This is an optimization exercise on Yosys and OpenROAD, whose aim is small area, not a production implementation. The RTL was checked by simulation tests, not by an equivalence proof against the original design. The flow treats the clock pin as an ideal source, which a real chip does not have. Power is estimated from default activity; no workload was simulated.

## flow/design.v

```verilog
package tetris_pkg;
    localparam int NUM_COLS = 10;
    localparam int NUM_ROWS = 15;
    localparam int COL_W    = 4;
    localparam int ROW_W    = 4;
    localparam logic [COL_W-1:0] SPAWN_COL = 4'd5;
    localparam int                 SCORE_W   = 4;
    localparam logic [SCORE_W-1:0] MAX_SCORE = 4'd10;
    typedef enum logic [1:0] {
        PIECE_BAR    = 2'd0,
        PIECE_SKEW   = 2'd1,
        PIECE_SQUARE = 2'd2
    } piece_kind_e;
    typedef struct packed {
        piece_kind_e      kind;
        logic [1:0]       rot;
        logic [COL_W-1:0] col;
        logic [ROW_W-1:0] row;
    } piece_t;
    typedef struct packed {
        logic [COL_W-1:0] col;
        logic [ROW_W-1:0] row;
    } cell_t;
    typedef struct packed {
        cell_t c0;
        cell_t c1;
        cell_t c2;
        cell_t c3;
    } piece_cells_t;
    typedef logic [NUM_COLS-1:0] row_mask_t;
    typedef struct packed {
        logic left;
        logic right;
        logic rotate;
        logic drop;
    } btn_events_t;
endpackage
`timescale 1ns/100ps
module tetris_top #(
    parameter int DEBOUNCE_CYCLES = 4,
    parameter int GRAVITY_CYCLES  = 64,
    parameter int SCAN_CYCLES     = 8
) (
    input  logic                         clk,
    input  logic                         reset,
    input  logic                         btn_left,
    input  logic                         btn_right,
    input  logic                         btn_rotate,
    input  logic                         btn_drop,
    input  logic [tetris_pkg::ROW_W-1:0] row_sel,
    output tetris_pkg::row_mask_t        locked_row,
    output tetris_pkg::row_mask_t        active_row,
    output logic [6:0]                   seg,
    output logic [1:0]                   an,
    output logic                         score_win
);
    logic [5:0] tcnt;
    always_ff @(posedge clk) begin
        if (reset) tcnt <= 6'd0;
        else       tcnt <= tcnt + 6'd1;
    end
    logic tick, grav, gw, capture;
    assign tick    = &tcnt[1:0];
    assign gw      = &tcnt[5:2];         
    assign grav    = gw & tick;
    assign capture = (tcnt[1:0] == 2'd1);
    logic [2:0] bA, bE2, bE1;
    logic       bD;
    always_ff @(posedge clk) begin
        if (reset) begin
            bA  <= 3'b000;
            bE2 <= 3'b000;
            bE1 <= 3'b000;
        end else begin
            if (capture) begin
                bA  <= {btn_left, btn_right, btn_rotate};
                bE2 <= {btn_left, btn_right, btn_rotate} & ~bA;
            end
            if (tick) bE1 <= bE2;
        end
    end
    always_ff @(posedge clk) begin
        if (capture) bD <= btn_drop;
    end
    localparam logic [1:0] S_IDLE = 2'd0, S_ACT = 2'd1, S_LOCK = 2'd2, S_CLR = 2'd3;
    logic [1:0]  st;
    logic [1:0]  kind;      
    logic        rot;
    logic [3:0]  pc, pr;
    logic [3:0]  score;
    logic        zq, zh;    
    logic [14:0][9:0] brd;
    logic idle, act, lk, cp, win;
    assign idle = (st == S_IDLE);
    assign act  = (st == S_ACT);
    assign lk   = (st == S_LOCK);
    assign cp   = (st == S_CLR);
    assign win  = score[3] & score[1];    
    logic [14:0] full;
    logic [15:0] fge;
    logic [1:0]  cge [16];
    always_comb begin
        fge[15] = 1'b0;
        cge[15] = 2'd0;
        for (int r = 14; r >= 0; r--) begin
            full[r] = &brd[r];
            fge[r]  = fge[r+1] | full[r];
            cge[r]  = cge[r+1] + {1'b0, full[r]};
        end
    end
    logic [2:0] nfull;    
    assign nfull = (fge[0] && cge[0] == 2'd0) ? 3'd4 : {1'b0, cge[0]};
    logic c_down, a_down, a_left, a_right, a_rot;
    assign c_down  = act & (gw | ~(bE1[2] | bE1[1] | bE1[0]));
    assign a_down  = c_down & (gw | bD);
    assign a_left  = act & ~gw & bE1[2];
    assign a_right = act & ~gw & ~bE1[2] & bE1[1];
    assign a_rot   = act & ~gw & ~bE1[2] & ~bE1[1] & bE1[0];
    logic [3:0] cc, cr;
    logic       crot;
    assign cr   = pr + {3'b000, c_down};
    assign cc   = pc + {{3{a_left}}, a_left | a_right};
    assign crot = rot ^ a_rot;
    logic use_piece, use_b;
    assign use_piece = tick | lk;
    assign use_b     = (tcnt[1:0] == 2'd2) | lk;
    logic [3:0] fc, fr;
    logic       frot;
    assign fc   = use_piece ? pc  : cc;
    assign fr   = use_piece ? pr  : cr;
    assign frot = use_piece ? rot : crot;
    logic barh, barv, sk0, sk1, sq;
    assign barh = (kind == 2'd0) & ~frot;
    assign barv = (kind == 2'd0) &  frot;
    assign sk0  = (kind == 2'd1) & ~frot;
    assign sk1  = (kind == 2'd1) &  frot;
    assign sq   = (kind == 2'd2);
    logic [16:0] dR;    
    logic [11:0] dC;    
    always_comb begin
        dR = '0;
        for (int r = 0; r < 15; r++) dR[r+1] = (fr == 4'(r));
        dC = '0;
        for (int c = 0; c < 10; c++) dC[c+1] = (fc == 4'(c));
    end
    logic [14:0] frow;
    logic [9:0]  fcol;
    always_comb begin
        for (int r = 0; r < 15; r++) begin
            if (!use_b)
                frow[r] = dR[r+1] | ((barv | sk1) & dR[r+2]) | ((barv | sq) & dR[r]) |
                          (barv & ((r >= 1) ? dR[r-1] : 1'b0));
            else
                frow[r] = (sk1 & dR[r+1]) | ((sk0 | sk1) & dR[r]);
        end
        for (int c = 0; c < 10; c++) begin
            if (!use_b)
                fcol[c] = dC[c+1] | ((barh | sk0) & dC[c+2]) | ((barh | sq) & dC[c]) |
                          (barh & ((c >= 1) ? dC[c-1] : 1'b0));
            else
                fcol[c] = (sk0 & (dC[c+1] | dC[c])) | (sk1 & dC[c+2]);
        end
    end
    logic cbarh, cbarv, csk0, csk1;
    assign cbarh = (kind == 2'd0) & ~crot;
    assign cbarv = (kind == 2'd0) &  crot;
    assign csk0  = (kind == 2'd1) & ~crot;
    assign csk1  = (kind == 2'd1) &  crot;
    logic inb;
    always_comb begin
        if (cbarh)      inb = (cc >= 4'd1) & (cc <= 4'd7) & (cr <= 4'd14);
        else if (cbarv) inb = (cc <= 4'd9) & (cr >= 4'd1) & (cr <= 4'd12);
        else if (csk0)  inb = (cc >= 4'd1) & (cc <= 4'd8) & (cr <= 4'd13);
        else if (csk1)  inb = (cc >= 4'd1) & (cc <= 4'd9) & (cr >= 4'd1) & (cr <= 4'd13);
        else            inb = (cc <= 4'd8) & (cr <= 4'd13);
    end
    logic hit, coll;
    always_comb begin
        hit = 1'b0;
        for (int r = 0; r < 15; r++) hit = hit | (frow[r] & |(brd[r] & fcol));
    end
    always_ff @(posedge clk) begin
        if (capture)                 coll <= hit;
        else if (tcnt[1:0] == 2'd2)  coll <= coll | hit;
    end
    logic fits_move, move_ok, lockA;
    assign fits_move = inb & ~coll;
    assign move_ok   = tick & fits_move & (a_down | a_left | a_right | a_rot);
    assign lockA     = tick & a_down & ~fits_move;
    logic try_spawn;
    assign try_spawn = idle & ~win & grav;
    logic [9:0] lr0, lr1;
    logic       spawn_fit;
    assign lr0 = fge[0] ? 10'd0 : brd[0];
    assign lr1 = (brd[1] & {10{~full[1] & ~fge[2]}}) |
                 (brd[0] & {10{~full[0] & (cge[1] == 2'd1)}});
    always_comb begin
        case (kind)
            2'd0:    spawn_fit = ~(lr0[4] | lr0[5] | lr0[6] | lr0[7]);
            2'd1:    spawn_fit = ~(lr0[4] | lr0[5] | lr1[5] | lr1[6]);
            default: spawn_fit = ~(lr0[5] | lr0[6] | lr1[5] | lr1[6]);
        endcase
    end
    logic restart, board_clear;
    assign restart     = win & tick & bE1[0];
    assign board_clear = restart | (try_spawn & ~spawn_fit);
    logic [3:0] ssum;
    assign ssum = score + {1'b0, nfull};
    always_ff @(posedge clk) begin
        if (reset) begin
            st    <= S_IDLE;
            kind  <= 2'd0;
            score <= 4'd0;
            zq    <= 1'b1;
            zh    <= 1'b0;
        end else begin
            case (st)
                S_IDLE:  if (try_spawn & spawn_fit) st <= S_ACT;
                S_ACT:   if (lockA) st <= S_LOCK;
                S_LOCK:  st <= S_CLR;
                default: st <= S_IDLE;
            endcase
            if (board_clear) kind <= 2'd0;
            else if (lk)     kind <= (kind == 2'd0) ? 2'd1 : (kind == 2'd1) ? 2'd2 : 2'd0;
            if (board_clear) score <= 4'd0;
            else if (cp)     score <= (ssum > 4'd10) ? 4'd10 : ssum;
            if (board_clear) begin
                zq <= 1'b1;
                zh <= 1'b0;
            end else if (zq & (&tcnt[3:0])) begin
                zq <= ~zh;
                zh <= 1'b1;
            end
        end
    end
    always_ff @(posedge clk) begin
        if (try_spawn) begin
            rot <= 1'b0;
            pc  <= 4'd5;
            pr  <= 4'd0;
        end else if (move_ok) begin
            rot <= crot;
            pc  <= cc;
            pr  <= cr;
        end
    end
    logic [14:0] sh;
    assign sh = {15{zq}} | (fge[14:0] & {15{~lk}});
    logic wen;
    assign wen = lockA | lk;
    always_ff @(posedge clk) begin
        for (int r = 0; r < 15; r++) begin
            for (int c = 0; c < 10; c++) begin
                if (sh[r])
                    brd[r][c] <= (r == 0) ? 1'b0 : brd[(r == 0) ? 0 : r-1][c];
                else
                    brd[r][c] <= brd[r][c] | (wen & frow[r] & fcol[c]);
            end
        end
    end
    logic pbarh, pbarv, psk0, psk1, psq;
    assign pbarh = (kind == 2'd0) & ~rot;
    assign pbarv = (kind == 2'd0) &  rot;
    assign psk0  = (kind == 2'd1) & ~rot;
    assign psk1  = (kind == 2'd1) &  rot;
    assign psq   = (kind == 2'd2);
    logic [3:0] dd;
    logic inA, inB;
    logic [11:0] pC;
    logic [9:0]  pcolA, pcolB;
    assign dd  = row_sel - pr;
    assign inA = (dd == 4'd0) | ((pbarv | psk1) & (dd == 4'd15)) |
                 ((pbarv | psq) & (dd == 4'd1)) | (pbarv & (dd == 4'd2));
    assign inB = (psk1 & (dd == 4'd0)) | ((psk0 | psk1) & (dd == 4'd1));
    always_comb begin
        pC = '0;
        for (int c = 0; c < 10; c++) pC[c+1] = (pc == 4'(c));
        for (int c = 0; c < 10; c++) begin
            pcolA[c] = pC[c+1] | ((pbarh | psk0) & pC[c+2]) | ((pbarh | psq) & pC[c]) |
                       (pbarh & ((c >= 1) ? pC[c-1] : 1'b0));
            pcolB[c] = (psk0 & (pC[c+1] | pC[c])) | (psk1 & pC[c+2]);
        end
    end
    assign active_row = act ? ((pcolA & {10{inA}}) | (pcolB & {10{inB}})) : 10'd0;
    logic [17:0] dV;
    logic [14:0] match;
    always_comb begin
        dV = '0;
        for (int v = 0; v < 15; v++) dV[v] = (row_sel == 4'(v));
        for (int u = 0; u < 15; u++) begin
            if (cp | lk) match[u] = dV[u];
            else begin
                case (cge[u+1])
                    2'd0:    match[u] = dV[u];
                    2'd1:    match[u] = dV[u+1];
                    2'd2:    match[u] = dV[u+2];
                    default: match[u] = dV[u+3];
                endcase
                match[u] = match[u] & ~full[u];
            end
        end
    end
    always_comb begin
        locked_row = '0;
        for (int u = 0; u < 15; u++) locked_row = locked_row | (brd[u] & {10{match[u]}});
        if (lk) locked_row = locked_row & ~(pcolA & {10{inA}});
        if (zq) locked_row = '0;
    end
    logic [3:0] digit;
    assign score_win = win;
    assign an        = tcnt[3] ? 2'b01 : 2'b10;
    assign digit     = tcnt[3] ? {3'b000, win} : (win ? 4'd0 : score);
    always_comb begin
        case (digit)
            4'd0:    seg = 7'b1000000;
            4'd1:    seg = 7'b1111001;
            4'd2:    seg = 7'b0100100;
            4'd3:    seg = 7'b0110000;
            4'd4:    seg = 7'b0011001;
            4'd5:    seg = 7'b0010010;
            4'd6:    seg = 7'b0000010;
            4'd7:    seg = 7'b1111000;
            4'd8:    seg = 7'b0000000;
            4'd9:    seg = 7'b0010000;
            default: seg = 7'b1111111;
        endcase
    end
endmodule
```

## flow/flow/run.sh

```bash
#!/bin/bash
# Own layout flow: the standard flow (standard.sh), except that
#  - the combinational logic of the standard synthesis is mapped again for area
#    (reabc.tcl with abc.script); registers keep their cells and names;
#  - ports get the smallest buffer; the clock tree uses clkbuf_8 without dummy loads,
#    and after CTS any clock buffer whose sinks would see a slow edge becomes clkbuf_16
#    (fixclk.tcl).
# Each tool's output goes to a log_*.txt file in the work folder.
set -euo pipefail
W=$(pwd)
R=$W/orfs/results/$FLOW_PLATFORM/tetris_top/base
LIB=$FLOW_HOME/platforms/$FLOW_PLATFORM/lib/sky130_fd_sc_hd__tt_025C_1v80.lib
YOSYS=$(command -v yosys || echo "$FLOW_HOME/../tools/install/yosys/bin/yosys")
KNOBS=(
  "BUFFER_PORTS_ARGS=-buffer_cell sky130_fd_sc_hd__buf_1"
  "CTS_ARGS=-sink_clustering_enable -repair_clock_nets -dont_use_dummy_load -buf_list sky130_fd_sc_hd__clkbuf_16"
)
bash standard.sh "${KNOBS[@]}" synth > "$W/log_synth.txt" 2>&1
cp "$R/1_2_yosys.v" "$W/netlist_standard.v"
python3 "$W/flow/gen_cells.py" "$LIB" > "$W/comb_cells.v"
CF_LIB="$LIB" CF_TOP="$FLOW_TOP" CF_CELLS="$W/comb_cells.v" CF_IN="$W/netlist_standard.v" \
  CF_ABC="$W/flow/abc.script" CF_STAT="$W/reabc_stat.txt" CF_OUT="$W/netlist_reabc.v" \
  "$YOSYS" -c "$W/flow/reabc.tcl" > "$W/log_reabc.txt" 2>&1
cp "$W/netlist_reabc.v" "$R/1_2_yosys.v"
rm -f "$R/1_synth.odb" "$R/1_synth.sdc"
bash standard.sh "${KNOBS[@]}" cts > "$W/log_layout_cts.txt" 2>&1
CF_LIB="$LIB" CF_ODB="$R/4_cts.odb" CF_SDC="$R/4_cts.sdc" CF_SLEW=0.105 \
  CF_RC="$FLOW_HOME/platforms/$FLOW_PLATFORM/setRC.tcl" \
  openroad -no_init -exit "$W/flow/fixclk.tcl" > "$W/log_fixclk.txt" 2>&1
bash standard.sh "${KNOBS[@]}" > "$W/log_layout.txt" 2>&1
```

## flow/flow/abc.script

```
strash
dc2
&get -n
&deepsyn -T 120
&put
strash
&get -n
&dch -f
&nf -a -R 1000 -F 8 -A 8 -p
&put
strash
&get -n
&deepsyn -T 120
&put
strash
&get -n
&dch -f
&nf -a -R 1000 -F 8 -A 8 -p
&put
strash
&get -n
&dch -f
&nf -a -R 1000 -F 8 -A 8 -p
&put
topo
```

## flow/flow/fixclk.tcl

```tcl
# Upsizes clock buffers whose flip-flop clock pins would see a slow edge, after CTS.
# Reads and rewrites the CTS result of the standard flow.
read_liberty $::env(CF_LIB)
read_db $::env(CF_ODB)
read_sdc $::env(CF_SDC)
source $::env(CF_RC)
set_propagated_clock [all_clocks]
estimate_parasitics -placement
set limit $::env(CF_SLEW)
set changed 0
foreach inst [get_cells *] {
  set m [get_property $inst ref_name]
  if {![string match "sky130_fd_sc_hd__clkbuf_*" $m]} { continue }
  set out [get_pins -of_objects $inst -filter "direction==output"]
  set net [get_nets -of_objects $out]
  set worst 0
  foreach p [get_pins -of_objects $net -filter "direction==input"] {
    set s [get_property $p slew_max]
    if {$s > $worst} { set worst $s }
  }
  if {$worst > $limit && $m ne "sky130_fd_sc_hd__clkbuf_16"} {
    puts "upsize [get_property $inst name] $m worst $worst"
    replace_cell $inst sky130_fd_sc_hd__clkbuf_16
    incr changed
  }
}
puts "upsized $changed clock buffers"
if {$changed > 0} {
  detailed_placement
  check_placement -verbose
}
write_db $::env(CF_ODB)
```

## flow/flow/gen_cells.py

```python
# Writes Verilog models of the liberty's combinational cells (function attributes) to stdout.
import re, sys
t = open(sys.argv[1]).read()
cells = [(m.group(1), m.start()) for m in re.finditer(r'\n\s*cell\s*\(\s*"?(\w+)"?\s*\)\s*\{', t)]
for i, (name, st) in enumerate(cells):
    body = t[st:cells[i + 1][1] if i + 1 < len(cells) else len(t)]
    if re.search(r'\b(ff|latch|statetable)\s*\(', body):
        continue
    pins = []
    pms = list(re.finditer(r'\n\s*pin\s*\(\s*"?(\w+)"?\s*\)\s*\{', body))
    for j, pm in enumerate(pms):
        sub = body[pm.end():pms[j + 1].start() if j + 1 < len(pms) else len(body)]
        d = re.search(r'direction\s*:\s*"?(\w+)"?', sub)
        f = re.search(r'\bfunction\s*:\s*"([^"]*)"', sub)
        pins.append((pm.group(1), d.group(1) if d else None, f.group(1) if f else None))
    ins = [p for p in pins if p[1] == 'input']
    outs = [p for p in pins if p[1] == 'output']
    if not outs or any(o[2] is None for o in outs):
        continue
    def conv(f):
        f = f.replace('!', '~').replace('*', '&').replace('+', '|')
        f = re.sub(r'\b1\b', "1'b1", f)
        return re.sub(r'\b0\b', "1'b0", f)
    s = "module %s(%s);\n" % (name, ", ".join([p[0] for p in ins] + [o[0] for o in outs]))
    for p in ins:
        s += "  input %s;\n" % p[0]
    for o in outs:
        s += "  output %s;\n  assign %s = %s;\n" % (o[0], o[0], conv(o[2]))
    print(s + "endmodule")
```

## flow/flow/reabc.tcl

```tcl
# Re-maps the combinational logic of the standard synthesis netlist for area.
# Registers (and every other sequential cell) are kept as they are, with their names.
set lib $::env(CF_LIB)
set top $::env(CF_TOP)
yosys read_verilog $::env(CF_CELLS)
yosys read_liberty -lib -ignore_redef $lib
yosys read_verilog $::env(CF_IN)
yosys hierarchy -top $top
yosys flatten
yosys hierarchy -top $top -purge_lib
yosys read_liberty -lib -ignore_redef $lib
yosys opt_clean -purge
yosys techmap
yosys opt -fast
yosys abc -script $::env(CF_ABC) -liberty $lib -dont_use *probe* -dont_use *lpflow*
yosys opt_clean -purge
yosys hilomap -singleton -hicell sky130_fd_sc_hd__conb_1 HI -locell sky130_fd_sc_hd__conb_1 LO
yosys splitnets
yosys opt_clean -purge
yosys rename -enumerate -pattern cfc_% c:*abc* c:*\$auto\$*
yosys rename -enumerate -pattern cfw_% w:*abc*
yosys rename -enumerate -pattern cfv_% w:*\$auto\$*
yosys rename -hide w:*.*
yosys rename -enumerate -pattern cfd_% w:*.*
yosys tee -o $::env(CF_STAT) stat -liberty $lib
yosys check -assert -mapped
yosys write_verilog -noattr -nohex -nodec $::env(CF_OUT)
```

## flow/standard.sh

```bash
#!/bin/bash
# synth_recipe.tcl (not shown) runs the flow's synth.tcl, then flattens the netlist and writes it again
# the make line also repeats each setting of config.mk as NAME=value (left out here)
make -C /OpenROAD-flow-scripts/flow DESIGN_CONFIG=/design/flow/config.mk WORK_HOME=/design/flow/orfs CLKGATE_MAP_FILE= SYNTH_SCRIPT=/design/flow/synth_recipe.tcl "${@:-finish}"
```

## flow/config.mk

```make
export PLATFORM = sky130hd
export DESIGN_NAME = tetris_top
export DESIGN_NICKNAME = tetris_top
export VERILOG_FILES = /design/flow/design.v
export SDC_FILE = /design/flow/constraint.sdc
export NUM_CORES = 8
export LEC_CHECK = 0
export CAP_MARGIN = 0
export CORE_MARGIN = 2
export CORE_UTILIZATION = 40
export PLACE_DENSITY = 0.55
export SLEW_MARGIN = 0
```

## flow/constraint.sdc

```tcl
create_clock -name core_clock -period 15.0 [get_ports {clk}]
set_input_delay 3.0000 -clock core_clock [delete_from_list [all_inputs] [get_ports {clk}]]
set_output_delay 3.0000 -clock core_clock [all_outputs]
set_load 0.01 [all_outputs]
```

==> results by group, run 1 <==
Routing
  • Mean routed wirelength per cell: 24.4 µm
  • Via/cell ratio: 6.64
  • Vias: 12400
  • Antenna Nets Post-Route: 0
  • Final Routed Wirelength: 45.7 mm
  • DR iter-0 viols: 2022
  • DRT Pass-1 Iters: 10
  • Drc violations: 0

Run
  • Max Cap Violations: 0

Setup path
  • Worst reg2reg endpoint: score[0]$_SDFFE_PP0P_
  • Setup crit end kind: output pin
  • R2R cell count: 26
  • Critical Path Fanout Max: 16
  • Worst reg2reg startpoint: brd[130]$_DFF_P_
  • Startpoint Class: input pin
  • R2R setup slack: 7850 ps
  • Kind of critical path: in -> out
  • Worst Path Required: 12000 ps
  • Critical path startpoint: row_sel[0]
  • Setup crit end: locked_row[6]
  • Critical Path AT: 7540 ps

GRT
  • First-pass GRT wire length: 70.5 mm
  • Vias in the first global route: 11600
  • Total GRT Usage: 0.319
  • Initial antenna violation count: 0
  • Grt ovf: 0
  • Largest net degree at the start of global routing: 27

Floorplan
  • Chip Width: 169 µm
  • Initial Util: 0.407
  • Core ar.: 26900 µm²
  • Die Footprint: 28700 µm²
  • Cell Rows: 60
  • Die Height: 169 µm
  • IO Pins: 40

Cells and area
  • Layout cells sized above 1: 0.0360
  • Finished Core Util: 0.453
  • Design Area, Final: 12200 µm²
  • Final #Nets: 1541
  • Area grow syn2layout: 11.5%
  • Antenna cell count: 0
  • Fillers: 2762

Clock tree
  • Worst-case clock buffer depth: 2
  • Cts hold-fix bufs: 0
  • Clock Pin Slew Worst Setup and Hold Paths: 70 ps
  • Clock latency on the worst-skew pair: 450 ps
  • TritonCTS Buffers: 17
  • Clock Sinks: 186
  • Post_cts resized: 0
  • CTS tree: yes
  • H-Tree Depth: 4
  • Root Driver: clkbuf_16
  • Setup Fix Bufs, Post-CTS: 0

Power
  • Pwr dens: 74.9 nW/µm²
  • Peak supply drop: 0.0710 mV
  • Static leakage: 3.81 nW

Hold path
  • Hold Startpoint: bA[1]$_SDFFE_PP0P_
  • Min-Delay Path Depth: 1
  • Worst min-delay path category: reg -> reg

STA
  • Min Tclk post-route: 10540 ps
  • Fin. max-slew vios: 0
  • Max Freq: 0.0949 GHz
  • Tcrit/Tclk final: 0.702
  • Setup_tns: 0 ps
  • RSZ-0062 raised after global routing: false
  • Final hold viol count: 0
  • Final setup viols: 0
  • Slew HR: 0.124
  • Clk_skew: 27.7 ps
  • Worst slew pin tran: 1300 ps

Logic synthesis
  • Synthesized area: 10900 µm²
  • Syn Nets: 1455
  • YS warnings: 2
  • Mean Syn Cell Area: 7.57 µm²
  • Post-Syn Instances: 1445

Outcome
  • Status: timing/DRC/antenna clean

Placement
  • Placed inst area: 11800 µm²
  • Hpwl dp: 31.8 mm
  • RePlAce Congestion: 0.975
  • PortBufs: 39
## per-layer routing
layer	part of all wire	wire length [µm]	GRT usage	vias up
met4	0.052	2370	0.156	0
met1	0.43	19500	0.426	5864
met5	0	0	0	-
met2	0.44	20000	0.497	692
met3	0.084	3840	0.0604	142
li1	-	-	-	5727
## area by class of cell
class | count | area, µm² | area share
repair buffers | 67 | 357 | 0.0293
multi-input cells | 1227 | 7110 | 0.584
inverters | 32 | 120 | 0.00986
well taps | 341 | 427 | 0.0350
flip-flops and latches | 186 | 3740 | 0.307
clock buffers | 17 | 425 | 0.0349
## cell usage in the layout (no fill, tap or decap), drive strengths merged, types with 31 or more instances in the layout
cell,n
a221oi,37
a22oi,31
nand4,36
buf,67
dfxtp,184
nor3,54
nand3,32
a21oi,180
mux2i,52
nor2,171
a222oi,45
o21ai,147
nand2,191
clkinv,32
## power by group
group	total [W]	internal [W]	switching [W]	leakage, nW
Clock	0.000383	0.000198	0.000186	0.209
Sequential	0.000498	0.000497	0.00000148	1.50
Combinational	0.0000308	0.00000801	0.0000228	2.10
## worst min-delay path by stage
stage	slack (ps)	end
3_5_place_dp	430	bA[1]$_SDFFE_PP0P_
5_1_grt	470	bA[2]$_SDFFE_PP0P_
4_1_cts	430	bE2[1]$_SDFFE_PP0P_
2_1_floorplan	420	bA[0]$_SDFFE_PP0P_
3_3_place_gp	420	bE2[1]$_SDFFE_PP0P_
6_report	430	bE2[1]$_SDFFE_PP0P_
## per-stage QoR
stage / worst slack [ps] / total power, W / std cells / hold slack, ps
floorplan: 6400 / 0.000528 / 1445 / 417
global placement: 4710 / 0.000539 / 1853 / 424
detailed placement: 4580 / 0.000539 / 1853 / 431
CTS: 4580 / 0.000914 / 1870 / 430
global route: 4020 / 0.000938 / 1870 / 469
finish: 4460 / 0.000912 / 1870 / 431
## state kept, by name, summed over array words and instances, names as in the netlist, 2 cells and up
| signal | cells |
|---|---|
| bE2 | 3 |
| kind | 2 |
| pr | 4 |
| score | 4 |
| bA | 3 |
| pc | 4 |
| st | 2 |
| tcnt | 6 |
| brd | 150 |
| bE1 | 3 |
## worst max-delay path: stages
cell and delay, ps:
buf_1 570, clkinv_1 480, nor2_1 600, nor2_1 80, a211oi_1 270, o21ai_0 120, a21oi_1 680, a222oi_1 270
o21ai_0 200, a221oi_1 70, o21ai_0 140, a221o_1 190, a221o_1 150, a221o_1 130, a221oi_1 60, a311oi_1 320
buf_1 200
==> run 2: changes to the inputs <==
--- a/flow/flow/run.sh
+++ b/flow/flow/run.sh
@@ -13,7 +13,7 @@
 YOSYS=$(command -v yosys || echo "$FLOW_HOME/../tools/install/yosys/bin/yosys")
 KNOBS=(
   "BUFFER_PORTS_ARGS=-buffer_cell sky130_fd_sc_hd__buf_1"
-  "CTS_ARGS=-sink_clustering_enable -repair_clock_nets -dont_use_dummy_load -buf_list sky130_fd_sc_hd__clkbuf_16"
+  "CTS_ARGS=-sink_clustering_enable -repair_clock_nets -dont_use_dummy_load -buf_list sky130_fd_sc_hd__clkbuf_8"
 )
 bash standard.sh "${KNOBS[@]}" synth > "$W/log_synth.txt" 2>&1
 cp "$R/1_2_yosys.v" "$W/netlist_standard.v"
--- a/flow/config.mk
+++ b/flow/config.mk
@@ -5,8 +5,9 @@
 export SDC_FILE = /design/flow/constraint.sdc
 export NUM_CORES = 8
 export LEC_CHECK = 0
-export CAP_MARGIN = 0
+export CAP_MARGIN = 25
 export CORE_MARGIN = 2
 export CORE_UTILIZATION = 40
+export GPL_TIMING_DRIVEN = 0
 export PLACE_DENSITY = 0.55
-export SLEW_MARGIN = 0
+export SLEW_MARGIN = 25
==> run 2 against run 1 <==
Compared with the run above: largest power group unchanged; die area did not move; power fell by 8.9%; wire length fell by 4.7%; synthesized area did not move; largest cell class unchanged; critical endpoint is now locked_row[0]; sequential share of layout area fell by 0.21 points; via count fell by 1.5%; clock skew rose by 18 ps; worst hold slack improved by 14 ps; still clean.
==> results by group, run 2 <==
Outcome
  • Status: timing/DRC/antenna clean

Setup path
  • Kind of critical path: in -> out
  • Crit-path cells: buf_1 > clkinv_1 > nand2_1 > nor2_1 > a21oi_1 > a21oi_1 > o21ai_0 > a21oi_1 > a222oi_1 > o21ai_0 > a221oi_1 > o21ai_0 > a221o_1 > a221o_1 > a221o_1 > a221oi_1 > a311oi_1 > buf_1
  • Startpoint Class: input pin
  • Setup crit end kind: output pin
  • Critical Path AT: 8060 ps (+520 ps)
  • Critical path's largest stage delay: 590 ps (-90 ps)
  • Critical Path Fanout Max: 16 (unchanged)
  • Worst Path Required: 12000 ps (about the same)
  • CP max-delay cell: a222oi_1

Placement
  • Pre-CTS setup slack: 4250 ps (-324 ps)
  • Hpwl dp: 31.2 mm (-2.0%)
  • PortBufs: 39 (unchanged)
  • RePlAce Congestion: 0.899 (-7.8%)
  • Dpl cells: 1840 (-0.70%)

STA
  • Slew HR: 0.310 (+0.185)
  • Fin. max-slew vios: 0 (unchanged)
  • Final Worst Setup Slack: 3940 ps (-519 ps)
  • Final setup viols: 0 (unchanged)
  • RSZ-0062 raised after global routing: false
  • Tcrit/Tclk final: 0.737 (+0.0346)
  • Setup_tns: 0 ps (unchanged)
  • Final hold viol count: 0 (unchanged)
  • Min Tclk post-route: 11060 ps (+519 ps)
  • Fin Hold WS: 445 ps (+14.3 ps)
  • Clk_skew: 45.6 ps (+17.9 ps)
  • Worst slew pin tran: 1030 ps (-269 ps)
  • Max Freq: 0.0905 GHz (-4.7%)

Cells and area
  • Regs by FF count: brd: 150 flops, tcnt: 6 flops
  • Commonest non-fill, non-tap cell in the layout: nand2_1
  • Antenna cell count: 0 (unchanged)
  • Most frequent cells in the layout: 191 x nand2_1, 183 x dfxtp_1, 173 x a21oi_1, 166 x nor2_1, 140 x o21ai_0
  • Final #Nets: 1528 (-0.84%)
  • Area grow syn2layout: 12.3%
  • Layout cells sized above 1: 0.0429 (+0.00690)
  • Max FFs per register: 150 (unchanged)
  • Largest Register: brd
  • Final non-filler cell total: 1857 (-0.70%)

Routing
  • Via/cell ratio: 6.59 (-0.81%)
  • Final Routed Wirelength: 43.6 mm (-4.7%)
  • Vias: 12200 (-1.5%)
  • DRT Pass-1 Iters: 8 (-2)
  • Mean routed wirelength per cell: 23.5 µm (-4.0%)
  • Drc violations: 0 (unchanged)
  • Antenna Nets Post-Route: 0 (unchanged)
  • DR iter-0 viols: 1837 (-9.1%)

Power
  • Pwr dens: 67.7 nW/µm² (-9.5%)
  • Peak supply drop: 0.0662 mV (-6.7%)
  • Static leakage: 3.76 nW (-1.5%)

Clock tree
  • Clock latency on the worst-skew pair: 410 ps (-40 ps)
  • Post_cts resized: 0 (unchanged)
  • CTS tree: yes
  • Cts hold-fix bufs: 0 (unchanged)
  • Worst-case clock buffer depth: 2 (unchanged)
  • Root Driver: clkbuf_8
  • TritonCTS Buffers: 17 (unchanged)
  • Clock Pin Slew Worst Setup and Hold Paths: 80 ps (about the same)
  • Setup Fix Bufs, Post-CTS: 0 (unchanged)
  • Clock Sinks: 186 (unchanged)
  • H-Tree Depth: 4 (unchanged)

Floorplan
  • Die Footprint: 28700 µm² (unchanged)
  • Initial Util: 0.407 (unchanged)
  • IO Pins: 40 (unchanged)
  • Chip Width: 169 µm (unchanged)
  • Cell Rows: 60 (unchanged)
  • Core ar.: 26900 µm² (unchanged)
  • Die Height: 169 µm (unchanged)

GRT
  • Initial antenna violation count: 0 (unchanged)
  • Grt ovf: 0 (unchanged)
  • Largest net degree at the start of global routing: 27 (unchanged)
  • First-pass GRT wire length: 67.5 mm (-4.1%)
  • Vias in the first global route: 11400 (-1.6%)
  • Total GRT Usage: 0.302 (-0.0179)

Logic synthesis
  • YS warnings: 2 (unchanged)
  • Mean Syn Cell Area: 7.57 µm² (unchanged)
  • Syn Nets: 1455 (unchanged)
  • Synthesized area: 10900 µm² (unchanged)
  • Post-Syn Instances: 1445 (unchanged)

Run
  • Max Cap Violations: 0 (unchanged)

Hold path
  • Worst min-delay path category: reg -> reg
-- run 2: worst max-delay path, delay by kind of cell --
kind	cells	cell delay, ps
compound gates	13	3480
simple gates	2	290
buf+inv	3	1270
-- run 2: path summary, 6_finish.rpt --
kind | start | to | slack, ps | cells past startpoint
setup / recovery | row_sel[0] | locked_row[0] | 3940 | 18
hold / removal | bA[1]$_SDFFE_PP0P_ | bA[1]$_SDFFE_PP0P_ | 450 | 2
setup reg to reg | brd[136]$_DFF_P_ | score[0]$_SDFFE_PP0P_ | 7670 | 26
hold reg to reg | bA[1]$_SDFFE_PP0P_ | bA[1]$_SDFFE_PP0P_ | 450 | 2
-- run 2: layer usage --
layer	vias to the layer above	routed length (µm)	global-route usage
li1	5686	-	-
met1	5815	18600	0.403
met2	614	19400	0.479
met3	124	3580	0.0522
met4	0	1990	0.132
met5	-	0	0
-- run 2: through the flow --
| step | utilization | instance area (µm²) | total power (W) |
|---|---|---|---|
| floorplan | - | 10900 | 0.000528 |
| global placement | 0.428 | 11500 | 0.000538 |
| detailed placement | 0.446 | 12000 | 0.000541 |
| CTS | 0.455 | 12200 | 0.000805 |
| global route | 0.457 | 12300 | 0.000854 |
| finish | 0.457 | 12300 | 0.000831 |
-- run 2: final cells by class --
type / count / area, µm²
sequential: 186 / 3740
multi-input combinational: 1227 / 7270
timing repair buffer: 54 / 429
inverter: 32 / 120
tap: 341 / 427
fill: 2792 / 14600
clock buffer: 17 / 279
-- run 2: where the power goes --
group / switching [W] / total, W / internal (W)
Clock: 0.000176 / 0.000301 / 0.000125
Combinational: 0.0000236 / 0.0000320 / 0.00000842
Sequential: 0.00000155 / 0.000498 / 0.000496
Total: 0.000201 / 0.000831 / 0.000630
==> run 3: changes to the inputs <==
==> flow/config.mk (replaced) <==
export PLATFORM = sky130hd
export DESIGN_NAME = tetris_top
export DESIGN_NICKNAME = tetris_top
export VERILOG_FILES = /design/flow/design.v
export SDC_FILE = /design/flow/constraint.sdc
export NUM_CORES = 8
export LEC_CHECK = 0
export CAP_MARGIN = 0
export CORE_MARGIN = 2
export CORE_UTILIZATION = 40
export PLACE_DENSITY = 0.55
export SLEW_MARGIN = 0
==> run 3 against run 2 <==
Compared with the run above: still clean on timing, DRC and antenna; count of clock-buffer cells in the layout unchanged; register-to-register slack improved by 240 ps; clock skew decreased by 11 ps; wire length increased by 4.6%; global-route usage increased by 1.7 points; die area unchanged; critical path type unchanged; largest cell class unchanged.
==> results by group, run 3 <==
Setup path
  • Setup crit end kind: output pin
  • CP max-delay cell: a21oi_1
  • Critical Path AT: 7540 ps (-520 ps)
  • Critical path startpoint: row_sel[0]
  • Kind of critical path: in -> out
  • R2R cell count: 26 (unchanged)
  • Setup crit end: locked_row[0]
  • Worst Path Required: 12000 ps (about the same)
  • Worst reg2reg endpoint: score[0]$_SDFFE_PP0P_
  • Critical Path Fanout Max: 16 (unchanged)
  • Worst reg2reg startpoint: brd[130]$_DFF_P_
  • Critical path's largest stage delay: 680 ps (+90 ps)
  • Startpoint Class: input pin
  • R2R setup slack: 7910 ps (+240 ps)
  • Crit-path cells: buf_1 > clkinv_1 > nor2_1 > nor2_1 > a211oi_1 > o21ai_0 > a21oi_1 > a222oi_1 > o21ai_0 > a221oi_1 > o21ai_0 > a221o_1 > a221o_1 > a221o_1 > a221oi_1 > a311oi_1 > buf_1

STA
  • Final setup viols: 0 (unchanged)
  • Min Tclk post-route: 10540 ps (-511 ps)
  • RSZ-0062 raised after global routing: false
  • Fin. max-slew vios: 0 (unchanged)
  • Max Freq: 0.0948 GHz (+4.8%)
  • Tcrit/Tclk final: 0.703 (-0.0341)
  • Setup_tns: 0 ps (unchanged)
  • Clk_skew: 35.0 ps (-10.6 ps)
  • Final hold viol count: 0 (unchanged)
  • Slew HR: 0.113 (-0.196)
  • Worst slew pin tran: 1320 ps (+285 ps)

Logic synthesis
  • Mean Syn Cell Area: 7.57 µm² (unchanged)
  • Synthesized area: 10900 µm² (unchanged)
  • Post-Syn Instances: 1445 (unchanged)
  • YS warnings: 2 (unchanged)
  • Syn Nets: 1455 (unchanged)

Power
  • Sequential group share of total power: 0.606 (+0.007)
  • Switching Share: 0.241 (-0.00157)
  • Pint: 0.000624 W (-0.98%)
  • Static leakage: 3.74 nW (-0.36%)
  • Combinational fraction of design power: 0.037 (-0.002)
  • Peak supply drop: 0.0651 mV (-1.7%)
  • Clock Power Share: 0.357 (-0.005)
  • Pwr dens: 68.3 nW/µm² (+0.83%)
  • Net Sw Power: 0.000198 W (-1.8%)

Floorplan
  • Die Footprint: 28700 µm² (unchanged)
  • Die Height: 169 µm (unchanged)
  • IO Pins: 40 (unchanged)
  • Core ar.: 26900 µm² (unchanged)
  • Chip Width: 169 µm (unchanged)
  • Cell Rows: 60 (unchanged)
  • Initial Util: 0.407 (unchanged)

Placement
  • RePlAce Congestion: 0.975 (+8.5%)
  • Hpwl dp: 31.8 mm (+2.0%)
  • PortBufs: 39 (unchanged)

Routing
  • Mean routed wirelength per cell: 24.4 µm (+3.9%)
  • Antenna Nets Post-Route: 0 (unchanged)
  • Vias: 12300 (+0.40%)
  • Drc violations: 0 (unchanged)
  • Final Routed Wirelength: 45.6 mm (+4.6%)
  • DRT Pass-1 Iters: 8 (unchanged)
  • Via/cell ratio: 6.57 (-0.30%)
  • DR iter-0 viols: 1874 (+2.0%)

Clock tree
  • CTS tree: yes
  • Worst-case clock buffer depth: 2 (unchanged)
  • Clock Sinks: 186 (unchanged)
  • Setup Fix Bufs, Post-CTS: 0 (unchanged)
  • TritonCTS Buffers: 17 (unchanged)
  • H-Tree Depth: 4 (unchanged)
  • Root Driver: clkbuf_8
  • Post_cts resized: 0 (unchanged)
  • Cts hold-fix bufs: 0 (unchanged)
  • Clock latency on the worst-skew pair: 410 ps (about the same)
  • Clock Pin Slew Worst Setup and Hold Paths: 100 ps (+20 ps)

GRT
  • Largest net degree at the start of global routing: 27 (unchanged)
  • Vias in the first global route: 11600 (+2.0%)
  • Grt ovf: 0 (unchanged)
  • First-pass GRT wire length: 70.4 mm (+4.2%)
  • Initial antenna violation count: 0 (unchanged)
  • Total GRT Usage: 0.319 (+0.0172)

Cells and area
  • Largest Register: brd
  • Area of the multi-input gates: 7110 µm² (-2.2%)
  • Regs by FF count: brd: 150 flops, tcnt: 6 flops
  • Register area: 3740 µm² (about the same)
  • Antenna cell count: 0 (unchanged)
  • Max FFs per register: 150 (unchanged)
  • Finished Core Util: 0.448 (-0.00912)
  • Commonest non-fill, non-tap cell in the layout: nand2_1
  • Layout cells sized above 1: 0.0360 (-0.00690)
  • Most frequent cells in the layout: 191 x nand2_1, 184 x dfxtp_1, 180 x a21oi_1, 167 x nor2_1, 145 x o21ai_0
  • Area grow syn2layout: 10.0%
  • Final #Nets: 1541 (+0.85%)
  • Fillers: 2786 (-0.21%)

Outcome
  • Status: timing/DRC/antenna clean

Hold path
  • Worst min-delay path category: reg -> reg
  • Min-Delay Path Depth: 1 (-1)

Run
  • Max Cap Violations: 0 (unchanged)
## run 3: how the worst min path moves through the flow
stage                       startpoint                  end
CTS                 bA[1]$_SDFFE_PP0P_  bE2[1]$_SDFFE_PP0P_
global placement    bA[1]$_SDFFE_PP0P_  bE2[1]$_SDFFE_PP0P_
finish              bA[1]$_SDFFE_PP0P_  bE2[1]$_SDFFE_PP0P_
floorplan           bA[0]$_SDFFE_PP0P_   bA[0]$_SDFFE_PP0P_
detailed placement  bA[1]$_SDFFE_PP0P_   bA[1]$_SDFFE_PP0P_
global route        bA[1]$_SDFFE_PP0P_  bE2[1]$_SDFFE_PP0P_
## run 3: routing by layer
metal | share of wire | routed length (µm) | vias to the layer above | GRT usage
met3 | 0.083 | 3780 | 124 | 0.0639
met1 | 0.43 | 19400 | 5845 | 0.423
met2 | 0.44 | 20000 | 615 | 0.493
li1 | - | - | 5704 | -
met5 | 0 | 0 | - | 0
met4 | 0.051 | 2320 | 0 | 0.162
## run 3: worst max-delay path, delay by kind of cell
| kind | cells | cell delay, ps |
|---|---|---|
| compound gates | 12 | 2600 |
| buf+inv | 3 | 1250 |
| simple gates | 2 | 690 |
## run 3: stage by stage
stage / hold WS [ps] / power [W] / cells / instance area (µm²) / setup slack (ps)
floorplan: 417 / 0.000528 / 1445 / 10900 / 6400
global placement: 424 / 0.000539 / 1853 / 11800 / 4710
detailed placement: 431 / 0.000539 / 1853 / 11800 / 4580
CTS: 423 / 0.000804 / 1870 / 12000 / 4580
global route: 462 / 0.000847 / 1870 / 12000 / 4040
finish: 423 / 0.000821 / 1870 / 12000 / 4460
## run 3: power groups by stage
stage | Sequential, W | Combinational (W) | Clock (W)
final | 0.000498 | 0.0000306 | 0.000293
after global routing | 0.000498 | 0.0000337 | 0.000315
after CTS | 0.000498 | 0.0000297 | 0.000277
after detailed placement | 0.000510 | 0.0000295 | 0
after global placement | 0.000509 | 0.0000296 | 0
after floorplan | 0.000509 | 0.0000185 | 0
## run 3: cell type report
class	instances	share of cell area
clock buffer	17	0.0223
inverter	32	0.00999
multi-input combinational	1227	0.591
sequential	186	0.311
tap	341	0.0355
timing repair buffer	67	0.0296
==> run 4: changes to the inputs <==
--- a/flow/flow/run.sh
+++ b/flow/flow/run.sh
@@ -2,9 +2,7 @@
 # Own layout flow: the standard flow (standard.sh), except that
 #  - the combinational logic of the standard synthesis is mapped again for area
 #    (reabc.tcl with abc.script); registers keep their cells and names;
-#  - ports get the smallest buffer; the clock tree uses clkbuf_8 without dummy loads,
-#    and after CTS any clock buffer whose sinks would see a slow edge becomes clkbuf_16
-#    (fixclk.tcl).
+#  - ports get the smallest buffer, and the clock tree uses clkbuf_4 without dummy loads.
 # Each tool's output goes to a log_*.txt file in the work folder.
 set -euo pipefail
 W=$(pwd)
@@ -23,8 +21,4 @@
   "$YOSYS" -c "$W/flow/reabc.tcl" > "$W/log_reabc.txt" 2>&1
 cp "$W/netlist_reabc.v" "$R/1_2_yosys.v"
 rm -f "$R/1_synth.odb" "$R/1_synth.sdc"
-bash standard.sh "${KNOBS[@]}" cts > "$W/log_layout_cts.txt" 2>&1
-CF_LIB="$LIB" CF_ODB="$R/4_cts.odb" CF_SDC="$R/4_cts.sdc" CF_SLEW=0.105 \
-  CF_RC="$FLOW_HOME/platforms/$FLOW_PLATFORM/setRC.tcl" \
-  openroad -no_init -exit "$W/flow/fixclk.tcl" > "$W/log_fixclk.txt" 2>&1
 bash standard.sh "${KNOBS[@]}" > "$W/log_layout.txt" 2>&1
--- a/flow/config.mk
+++ b/flow/config.mk
@@ -8,5 +8,6 @@
 export CAP_MARGIN = 0
 export CORE_MARGIN = 2
 export CORE_UTILIZATION = 40
+export GPL_TIMING_DRIVEN = 0
 export PLACE_DENSITY = 0.55
 export SLEW_MARGIN = 0
removed: flow/flow/fixclk.tcl
==> run 4 against run 3 <==
Compared with the run above: now fails the layout checks on capacitance limit, slew limit; register-to-register slack lost 270 ps; first-iteration DRC count grew 18%; via count grew 1.2%; synthesized area grew 1.1%; power shrank 1.7%; clock skew grew 6.5 ps; wire length shrank 1.0%; global-route usage shrank 1.2 points; maximum frequency shrank 3.2%.
==> results by group, run 4 <==
Placement
  • PortBufs: 39 (unchanged)
  • RePlAce Congestion: 0.909 (-6.7%)
  • Placed inst area: 11800 µm² (+0.63%)
  • Hpwl dp: 31.5 mm (-0.95%)

Floorplan
  • IO Pins: 40 (unchanged)
  • Core ar.: 27000 µm² (+0.56%)
  • Initial Util: 0.409 (+0.00214)
  • Chip Width: 170 µm (+0.53%)
  • Die Height: 170 µm (+0.53%)
  • Cell Rows: 60 (unchanged)
  • Die Footprint: 29000 µm² (+1.1%)

Clock tree
  • Cts hold-fix bufs: 0 (unchanged)
  • Worst-case clock buffer depth: 2 (unchanged)
  • Clock Pin Slew Worst Setup and Hold Paths: 120 ps (+20 ps)
  • Post_cts resized: 0 (unchanged)
  • Clock latency on the worst-skew pair: 500 ps (+90 ps)
  • Clock Sinks: 186 (unchanged)
  • Setup Fix Bufs, Post-CTS: 0 (unchanged)
  • H-Tree Depth: 4 (unchanged)
  • CTS tree: yes
  • Root Driver: clkbuf_8
  • TritonCTS Buffers: 17 (unchanged)

Logic synthesis
  • Synthesized area: 11100 µm² (+1.1%)
  • Post-Syn Instances: 1449 (+0.28%)
  • YS warnings: 2 (unchanged)
  • Mean Syn Cell Area: 7.63 µm² (+0.81%)
  • Syn Nets: 1459 (+0.27%)

Power
  • Peak supply drop: 0.0426 mV (-35%)
  • Static leakage: 3.89 nW (+3.9%)
  • Pwr dens: 66.9 nW/µm² (-2.1%)
  • Overall power: 0.000808 W (-1.7%)

Cells and area
  • Finished Core Util: 0.447 (-0.000542)
  • Fillers: 2791 (+0.18%)
  • Commonest non-fill, non-tap cell in the layout: a21oi_1
  • Area grow syn2layout: 9.32%
  • Largest Register: brd
  • Antenna cell count: 0 (unchanged)
  • Layout cells sized above 1: 0.0264 (-0.00957)
  • Regs by FF count: brd: 150 flops, tcnt: 6 flops
  • Design Area, Final: 12100 µm² (+0.44%)
  • Max FFs per register: 150 (unchanged)
  • Final #Nets: 1527 (-0.91%)
  • Most frequent cells in the layout: 217 x a21oi_1, 184 x dfxtp_1, 182 x nor2_1, 157 x nand2_1, 122 x o21ai_0

Setup path
  • Setup crit end kind: output pin
  • Startpoint Class: input pin
  • Critical Path AT: 7900 ps (+360 ps)
  • Critical Path Fanout Max: 22 (+6)
  • Kind of critical path: in -> out
  • Worst Path Required: 12000 ps (about the same)

Outcome
  • SO Viols: capacitance limit, slew limit
  • Status: finished with violations

GRT
  • Total GRT Usage: 0.307 (-0.0120)
  • First-pass GRT wire length: 68.4 mm (-2.8%)
  • Vias in the first global route: 11100 (-4.0%)
  • GR Util met1: 0.426 (+0.00292)
  • Grt ovf: 0 (unchanged)
  • Largest net degree at the start of global routing: 28 (+3.7%)
  • Met2 GRT Util: 0.481 (-0.0112)
  • Initial antenna violation count: 0 (unchanged)
  • Gr busiest metal: met2
  • Met3 GRT Util: 0.0477 (-0.0162)

Hold path
  • Worst min-delay path category: reg -> reg

STA
  • Final hold viol count: 0 (unchanged)
  • Max Freq: 0.0918 GHz (-3.2%)
  • Setup_tns: 0 ps (unchanged)
  • Fin. max-slew vios: 25 (+25)
  • Tcrit/Tclk final: 0.726 (+0.0234)
  • Slew HR: -0.0789 (-0.192)
  • Worst slew pin tran: 1620 ps (+299 ps)
  • RSZ-0062 raised after global routing: false
  • Clk_skew: 41.5 ps (+6.54 ps)
  • Final setup viols: 0 (unchanged)
  • Min Tclk post-route: 10900 ps (+351 ps)

Routing
  • Mean routed wirelength per cell: 24.3 µm (-0.25%)
  • Antenna Nets Post-Route: 0 (unchanged)
  • DRT Pass-1 Iters: 15 (+7)
  • Vias: 12400 (+1.2%)
  • Final Routed Wirelength: 45.1 mm (-1.0%)
  • DR iter-0 viols: 2212 (+18%)
  • Via/cell ratio: 6.70 (+2.0%)
  • Drc violations: 0 (unchanged)

Run
  • Max Cap Violations: 1 (+1)
run 4: layout make-up:
class,instances,area [µm²],share of cell area
inverters,12,45.0,0.00373
repair buffers,49,289,0.0239
multi-input cells,1251,7340,0.608
flip-flops and latches,186,3740,0.310
well taps,341,427,0.0353
clock buffers,17,234,0.0194
run 4: report_power, final:
group          switching, W  total (W)  internal, W
Clock              0.000182   0.000283     0.000101
Sequential       0.00000138   0.000498     0.000497
Combinational     0.0000198  0.0000274   0.00000759
Total              0.000203   0.000808     0.000605
run 4: path summary, 6_finish.rpt:
path                            depth (start not counted)               start  slack (ps)                     to
worst min register to register                          1  bA[0]$_SDFFE_PP0P_         410    bE2[0]$_SDFFE_PP0P_
worst max-delay path                                   16          row_sel[0]        4100          locked_row[8]
worst max register to register                         29    brd[145]$_DFF_P_        7640  score[0]$_SDFFE_PP0P_
worst min-delay path                                    1  bA[0]$_SDFFE_PP0P_         410    bE2[0]$_SDFFE_PP0P_
run 4: critical path, stage by stage:
cell	delay, ps
buf_1	820
nor2b_1	730
nor4_1	100
o31ai_1	230
o211ai_1	140
a21oi_1	830
a222oi_1	320
nand2_1	200
a221oi_1	60
o21ai_0	190
a221o_1	230
a221o_1	170
a221o_1	180
a221oi_1	100
a311oi_1	380
buf_1	210
run 4: stage by stage:
stage | hold WS (ps) | worst slack (ps) | std cells
after CTS | 414 | 4370 | 1856
after global placement | 429 | 4480 | 1829
after global routing | 458 | 3630 | 1856
final | 406 | 4100 | 1856
after detailed placement | 432 | 4410 | 1839
after floorplan | 417 | 6270 | 1449
run 4: layer usage:
layer  part of all wire  wire length, µm
met1               0.44            19900
met3              0.088             3950
met5                  0                0
met2               0.43            19600
met4              0.039             1750
==> run 5: changes to the inputs <==
==> flow/flow/run.sh (replaced) <==
#!/bin/bash
# Own layout flow: the standard flow (standard.sh), except that
#  - the combinational logic of the standard synthesis is mapped again for area
#    (reabc.tcl with abc.script); registers keep their cells and names;
#  - ports get the smallest buffer; the clock tree uses clkbuf_8 without dummy loads,
#    and after CTS any clock buffer whose sinks would see a slow edge becomes clkbuf_16
#    (fixclk.tcl).
# Each tool's output goes to a log_*.txt file in the work folder.
set -euo pipefail
W=$(pwd)
R=$W/orfs/results/$FLOW_PLATFORM/tetris_top/base
LIB=$FLOW_HOME/platforms/$FLOW_PLATFORM/lib/sky130_fd_sc_hd__tt_025C_1v80.lib
YOSYS=$(command -v yosys || echo "$FLOW_HOME/../tools/install/yosys/bin/yosys")
KNOBS=(
  "BUFFER_PORTS_ARGS=-buffer_cell sky130_fd_sc_hd__buf_1"
  "CTS_ARGS=-sink_clustering_enable -repair_clock_nets -dont_use_dummy_load -buf_list sky130_fd_sc_hd__clkbuf_8"
)
bash standard.sh "${KNOBS[@]}" synth > "$W/log_synth.txt" 2>&1
cp "$R/1_2_yosys.v" "$W/netlist_standard.v"
python3 "$W/flow/gen_cells.py" "$LIB" > "$W/comb_cells.v"
# several abc scripts (different random seeds for deepsyn) in parallel; keep the smallest
best=""; best_area=""
for n in 0 1 2 3; do
  CF_LIB="$LIB" CF_TOP="$FLOW_TOP" CF_CELLS="$W/comb_cells.v" CF_IN="$W/netlist_standard.v" \
    CF_ABC="$W/flow/abc$n.script" CF_STAT="$W/reabc_stat$n.txt" CF_OUT="$W/netlist_reabc$n.v" \
    "$YOSYS" -c "$W/flow/reabc.tcl" > "$W/log_reabc$n.txt" 2>&1 &
done
wait
for n in 0 1 2 3; do
  [[ -s "$W/netlist_reabc$n.v" ]] || continue
  a=$(awk '/Chip area/ {print $NF}' "$W/reabc_stat$n.txt")
  if [[ -z "$best" ]] || awk -v a="$a" -v b="$best_area" 'BEGIN {exit !(a < b)}'; then
    best=$n; best_area=$a
  fi
done
echo "reabc: script $best, area $best_area" > "$W/reabc_choice.txt"
cp "$W/netlist_reabc$best.v" "$W/netlist_reabc.v"
cp "$W/netlist_reabc.v" "$R/1_2_yosys.v"
rm -f "$R/1_synth.odb" "$R/1_synth.sdc"
bash standard.sh "${KNOBS[@]}" cts > "$W/log_layout_cts.txt" 2>&1
CF_LIB="$LIB" CF_ODB="$R/4_cts.odb" CF_SDC="$R/4_cts.sdc" CF_SLEW=0.105 \
  CF_RC="$FLOW_HOME/platforms/$FLOW_PLATFORM/setRC.tcl" \
  openroad -no_init -exit "$W/flow/fixclk.tcl" > "$W/log_fixclk.txt" 2>&1
bash standard.sh "${KNOBS[@]}" > "$W/log_layout.txt" 2>&1
==> flow/flow/abc0.script (new file) <==
strash
dc2
&get -n
&deepsyn -T 120
&put
strash
&get -n
&dch -f
&nf -a -R 1000 -F 8 -A 8 -p
&put
strash
&get -n
&deepsyn -T 120
&put
strash
&get -n
&dch -f
&nf -a -R 1000 -F 8 -A 8 -p
&put
strash
&get -n
&dch -f
&nf -a -R 1000 -F 8 -A 8 -p
&put
topo
==> flow/flow/abc1.script (new file) <==
strash
dc2
&get -n
&deepsyn -T 120 -S 1
&put
strash
&get -n
&dch -f
&nf -a -R 1000 -F 8 -A 8 -p
&put
strash
&get -n
&deepsyn -T 120 -S 11
&put
strash
&get -n
&dch -f
&nf -a -R 1000 -F 8 -A 8 -p
&put
strash
&get -n
&dch -f
&nf -a -R 1000 -F 8 -A 8 -p
&put
topo
==> flow/flow/abc2.script (new file) <==
strash
dc2
&get -n
&deepsyn -T 120 -S 2
&put
strash
&get -n
&dch -f
&nf -a -R 1000 -F 8 -A 8 -p
&put
strash
&get -n
&deepsyn -T 120 -S 12
&put
strash
&get -n
&dch -f
&nf -a -R 1000 -F 8 -A 8 -p
&put
strash
&get -n
&dch -f
&nf -a -R 1000 -F 8 -A 8 -p
&put
topo
==> flow/flow/abc3.script (new file) <==
strash
dc2
&get -n
&deepsyn -T 120 -S 3
&put
strash
&get -n
&dch -f
&nf -a -R 1000 -F 8 -A 8 -p
&put
strash
&get -n
&deepsyn -T 120 -S 13
&put
strash
&get -n
&dch -f
&nf -a -R 1000 -F 8 -A 8 -p
&put
strash
&get -n
&dch -f
&nf -a -R 1000 -F 8 -A 8 -p
&put
topo
==> flow/flow/fixclk.tcl (new file) <==
# Upsizes clock buffers whose flip-flop clock pins would see a slow edge, after CTS.
# Reads and rewrites the CTS result of the standard flow.
read_liberty $::env(CF_LIB)
read_db $::env(CF_ODB)
read_sdc $::env(CF_SDC)
source $::env(CF_RC)
set_propagated_clock [all_clocks]
estimate_parasitics -placement
set limit $::env(CF_SLEW)
set changed 0
foreach inst [get_cells *] {
  set m [get_property $inst ref_name]
  if {![string match "sky130_fd_sc_hd__clkbuf_*" $m]} { continue }
  set out [get_pins -of_objects $inst -filter "direction==output"]
  set net [get_nets -of_objects $out]
  set worst 0
  foreach p [get_pins -of_objects $net -filter "direction==input"] {
    set s [get_property $p slew_max]
    if {$s > $worst} { set worst $s }
  }
  if {$worst > $limit && $m ne "sky130_fd_sc_hd__clkbuf_16"} {
    puts "upsize [get_property $inst name] $m worst $worst"
    replace_cell $inst sky130_fd_sc_hd__clkbuf_16
    incr changed
  }
}
puts "upsized $changed clock buffers"
if {$changed > 0} {
  detailed_placement
  check_placement -verbose
}
write_db $::env(CF_ODB)
--- a/flow/config.mk
+++ b/flow/config.mk
@@ -7,7 +7,6 @@
 export LEC_CHECK = 0
 export CAP_MARGIN = 0
 export CORE_MARGIN = 2
-export CORE_UTILIZATION = 40
-export GPL_TIMING_DRIVEN = 0
-export PLACE_DENSITY = 0.55
+export CORE_UTILIZATION = 50
+export PLACE_DENSITY = 0.65
 export SLEW_MARGIN = 0
removed: flow/flow/abc.script
==> run 5 against run 4 <==
Compared with the run above: the run now finishes clean; largest cell class unchanged; non-clock buffer count is 21 higher; die area is 20% lower; clock skew is 15 ps lower; critical path depth is 1 higher; clock power is 4% higher; cell area is 0.79% lower; synthesized area is 1.1% lower; power is 1.7% higher; utilization is 11 points higher; sequential cell count stayed put; synthesized cell count is 0.28% lower; via count is 0.19% higher.
==> results by group, run 5 <==
GRT
  • Grt ovf: 0 (unchanged)
  • Total GRT Usage: 0.368 (+0.0612)
  • Largest net degree at the start of global routing: 27 (-3.6%)
  • Vias in the first global route: 11600 (+4.0%)
  • Met3 GRT Util: 0.0799 (+0.0322)
  • Initial antenna violation count: 0 (unchanged)
  • Met2 GRT Util: 0.574 (+0.0930)
  • GR Util met1: 0.480 (+0.0545)
  • First-pass GRT wire length: 67.5 mm (-1.4%)
  • Gr busiest metal: met2

Cells and area
  • Commonest non-fill, non-tap cell in the layout: nand2_1
  • Most frequent cells in the layout: 191 x nand2_1, 184 x dfxtp_1, 180 x a21oi_1, 167 x nor2_1, 145 x o21ai_0
  • Regs by FF count: brd: 150 flops, tcnt: 6 flops
  • Final non-filler cell total: 1812 (-2.4%)
  • Max FFs per register: 150 (unchanged)
  • Antenna cell count: 0 (unchanged)
  • Area grow syn2layout: 9.64%
  • Layout cells sized above 1: 0.0379 (+0.0115)
  • Final #Nets: 1544 (+1.1%)
  • Largest Register: brd

Placement
  • Pre-CTS setup slack: 4920 ps (+510 ps)
  • RePlAce Congestion: 0.993 (+9.3%)
  • Dpl cells: 1795 (-2.4%)
  • PortBufs: 39 (unchanged)
  • Hpwl dp: 31.0 mm (-1.5%)

STA
  • Fin. max-slew vios: 0 (-100%)
  • Final hold viol count: 0 (unchanged)
  • Tcrit/Tclk final: 0.679 (-0.0475)
  • Min Tclk post-route: 10180 ps (-713 ps)
  • Worst slew pin tran: 1310 ps (-312 ps)
  • Clk_skew: 26.1 ps (-15.4 ps)
  • Setup_tns: 0 ps (unchanged)
  • RSZ-0062 raised after global routing: false
  • Max Freq: 0.0982 GHz (+7.0%)
  • Final Worst Setup Slack: 4820 ps (+713 ps)
  • Final setup viols: 0 (unchanged)
  • Slew HR: 0.127 (+0.206)

Floorplan
  • IO Pins: 40 (unchanged)
  • Die Footprint: 23100 µm² (-20%)
  • Initial Util: 0.506 (+0.0967)
  • Die Height: 152 µm (-11%)
  • Cell Rows: 54 (-10%)
  • Core ar.: 21600 µm² (-20%)
  • Chip Width: 152 µm (-11%)

Setup path
  • R2R setup slack: 7590 ps (-50 ps)
  • Critical Path AT: 7180 ps (-720 ps)
  • Kind of critical path: in -> out
  • Startpoint Class: input pin
  • Worst Path Required: 12000 ps (about the same)
  • Setup crit end kind: output pin
  • Critical Path Fanout Max: 16 (-27%)

Outcome
  • Status: timing/DRC/antenna clean

Clock tree
  • Post_cts resized: 0 (unchanged)
  • Clock Sinks: 186 (unchanged)
  • Clock Pin Slew Worst Setup and Hold Paths: 80 ps (-40 ps)
  • TritonCTS Buffers: 17 (unchanged)
  • Cts hold-fix bufs: 0 (unchanged)
  • Setup Fix Bufs, Post-CTS: 0 (unchanged)
  • Root Driver: clkbuf_8
  • CTS tree: yes
  • Clock latency on the worst-skew pair: 410 ps (-90 ps)
  • Worst-case clock buffer depth: 2 (unchanged)
  • H-Tree Depth: 4 (unchanged)

Routing
  • Mean routed wirelength per cell: 24.1 µm (-0.69%)
  • Drc violations: 0 (unchanged)
  • Vias: 12500 (+0.19%)
  • DRT Pass-1 Iters: 10 (-5)
  • DR iter-0 viols: 2056 (-7.1%)
  • Final Routed Wirelength: 43.8 mm (-3.0%)
  • Via/cell ratio: 6.88 (+2.6%)
  • Antenna Nets Post-Route: 0 (unchanged)

Logic synthesis
  • Post-Syn Instances: 1445 (-0.28%)
  • Syn Nets: 1455 (-0.27%)
  • YS warnings: 2 (unchanged)
  • Mean Syn Cell Area: 7.57 µm² (-0.80%)
  • Synthesized area: 10900 µm² (-1.1%)

Hold path
  • Worst min-delay path category: reg -> reg

Power
  • Static leakage: 3.76 nW (-3.3%)
  • Peak supply drop: 0.0633 mV (+49%)
  • Pwr dens: 68.5 nW/µm² (+2.5%)

Run
  • Max Cap Violations: 0 (-1)
==> run 5: cell type report <==
type	count	area (µm²)
Clock buffer	17	279
Fill cell	2095	9640
Inverter	32	120
Multi-Input combinational cell	1227	7110
Sequential cell	186	3740
Tap cell	280	350
Timing Repair Buffer	70	379
==> run 5: power breakdown <==
part | internal (W) | total (W) | switching [W]
registers | 0.000496 | 0.000498 | 0.00000155
clock network | 0.000125 | 0.000294 | 0.000169
logic | 0.00000817 | 0.0000299 | 0.0000217
total | 0.000629 | 0.000821 | 0.000192
==> run 5: metrics by stage <==
stage	util	hold WS, ps	power, W	area [µm²]
after floorplan	-	417	0.000528	10900
after global placement	0.541	427	0.000538	11700
after detailed placement	0.541	436	0.000539	11700
after CTS	0.552	447	0.000795	11900
after global routing	0.554	477	0.000843	12000
final	0.554	444	0.000821	12000
==> run 5: metal layers <==
metal / share of wire / wire [µm] / up-vias
li1: - / - / 5720
met1: 0.40 / 17600 / 5795
met2: 0.44 / 19300 / 774
met3: 0.10 / 4560 / 171
met4: 0.052 / 2280 / 0
met5: 0 / 0 / -
==> run 5: worst max-delay path, stage by stage <==
cell      delay, ps
buf_1           520
clkinv_1        440
nor2_1          460
nor2_1           70
a211oi_1        300
o21ai_0         120
a21oi_1         660
a222oi_1        250
o21ai_0         160
a221oi_1         70
o21ai_0         130
a221o_1         160
a221o_1         180
a221o_1         150
a221oi_1         60
a311oi_1        240
buf_1           180
==> run 5: final timing paths <==
path,cells past startpoint,endpoint,startpoint
worst max-delay path,17,locked_row[0],row_sel[0]
worst min-delay path,1,bE2[1]$_SDFFE_PP0P_,bA[1]$_SDFFE_PP0P_
worst max register to register,26,score[0]$_SDFFE_PP0P_,brd[136]$_DFF_P_
worst min register to register,1,bE2[1]$_SDFFE_PP0P_,bA[1]$_SDFFE_PP0P_

-- static timing again, ports no longer ideal --
The flow's constraints put no driver on any port. The routed layouts listed below were extracted and timed again, unchanged, in two steps.
Step 1: set_driving_cell puts a clkbuf_16 on clk and a buf_2 on each other input, an assumption about the parent block.
Step 2, shift: input delay + t, output delay - t, t = (earliest + latest rising clock arrival at the registers) / 2. This alone moves slack from input paths to output paths.
a / b / c = no drivers / after step 1 / after step 2; a / b = the first two.
| run | t, ns | slack for setup (ns) | worst setup path at the end | latest minus earliest clock arrival (ns) | worst register clock-pin slew, ns |
|---|---|---|---|---|---|
| run 1 | 0.484 | 4.463 / 4.398 / 4.398 | input to output | 0.027 / 0.027 | 0.08 / 0.08 |
| run 2 | 0.437 | 3.944 / 3.873 / 3.873 | input to output | 0.045 / 0.046 | 0.10 / 0.10 |
| run 3 | 0.446 | 4.455 / 4.391 / 4.391 | input to output | 0.035 / 0.035 | 0.10 / 0.10 |
| run 4 | 0.522 | 4.104 / 4.075 / 4.075 | input to output | 0.041 / 0.041 | 0.12 / 0.12 |
| run 5 | 0.441 | 4.818 / 4.756 / 4.756 | input to output | 0.026 / 0.026 | 0.09 / 0.09 |
The setup slack of run 2, which loses most, moves by -0.071 ns with the drivers and by -0.071 ns with both steps.
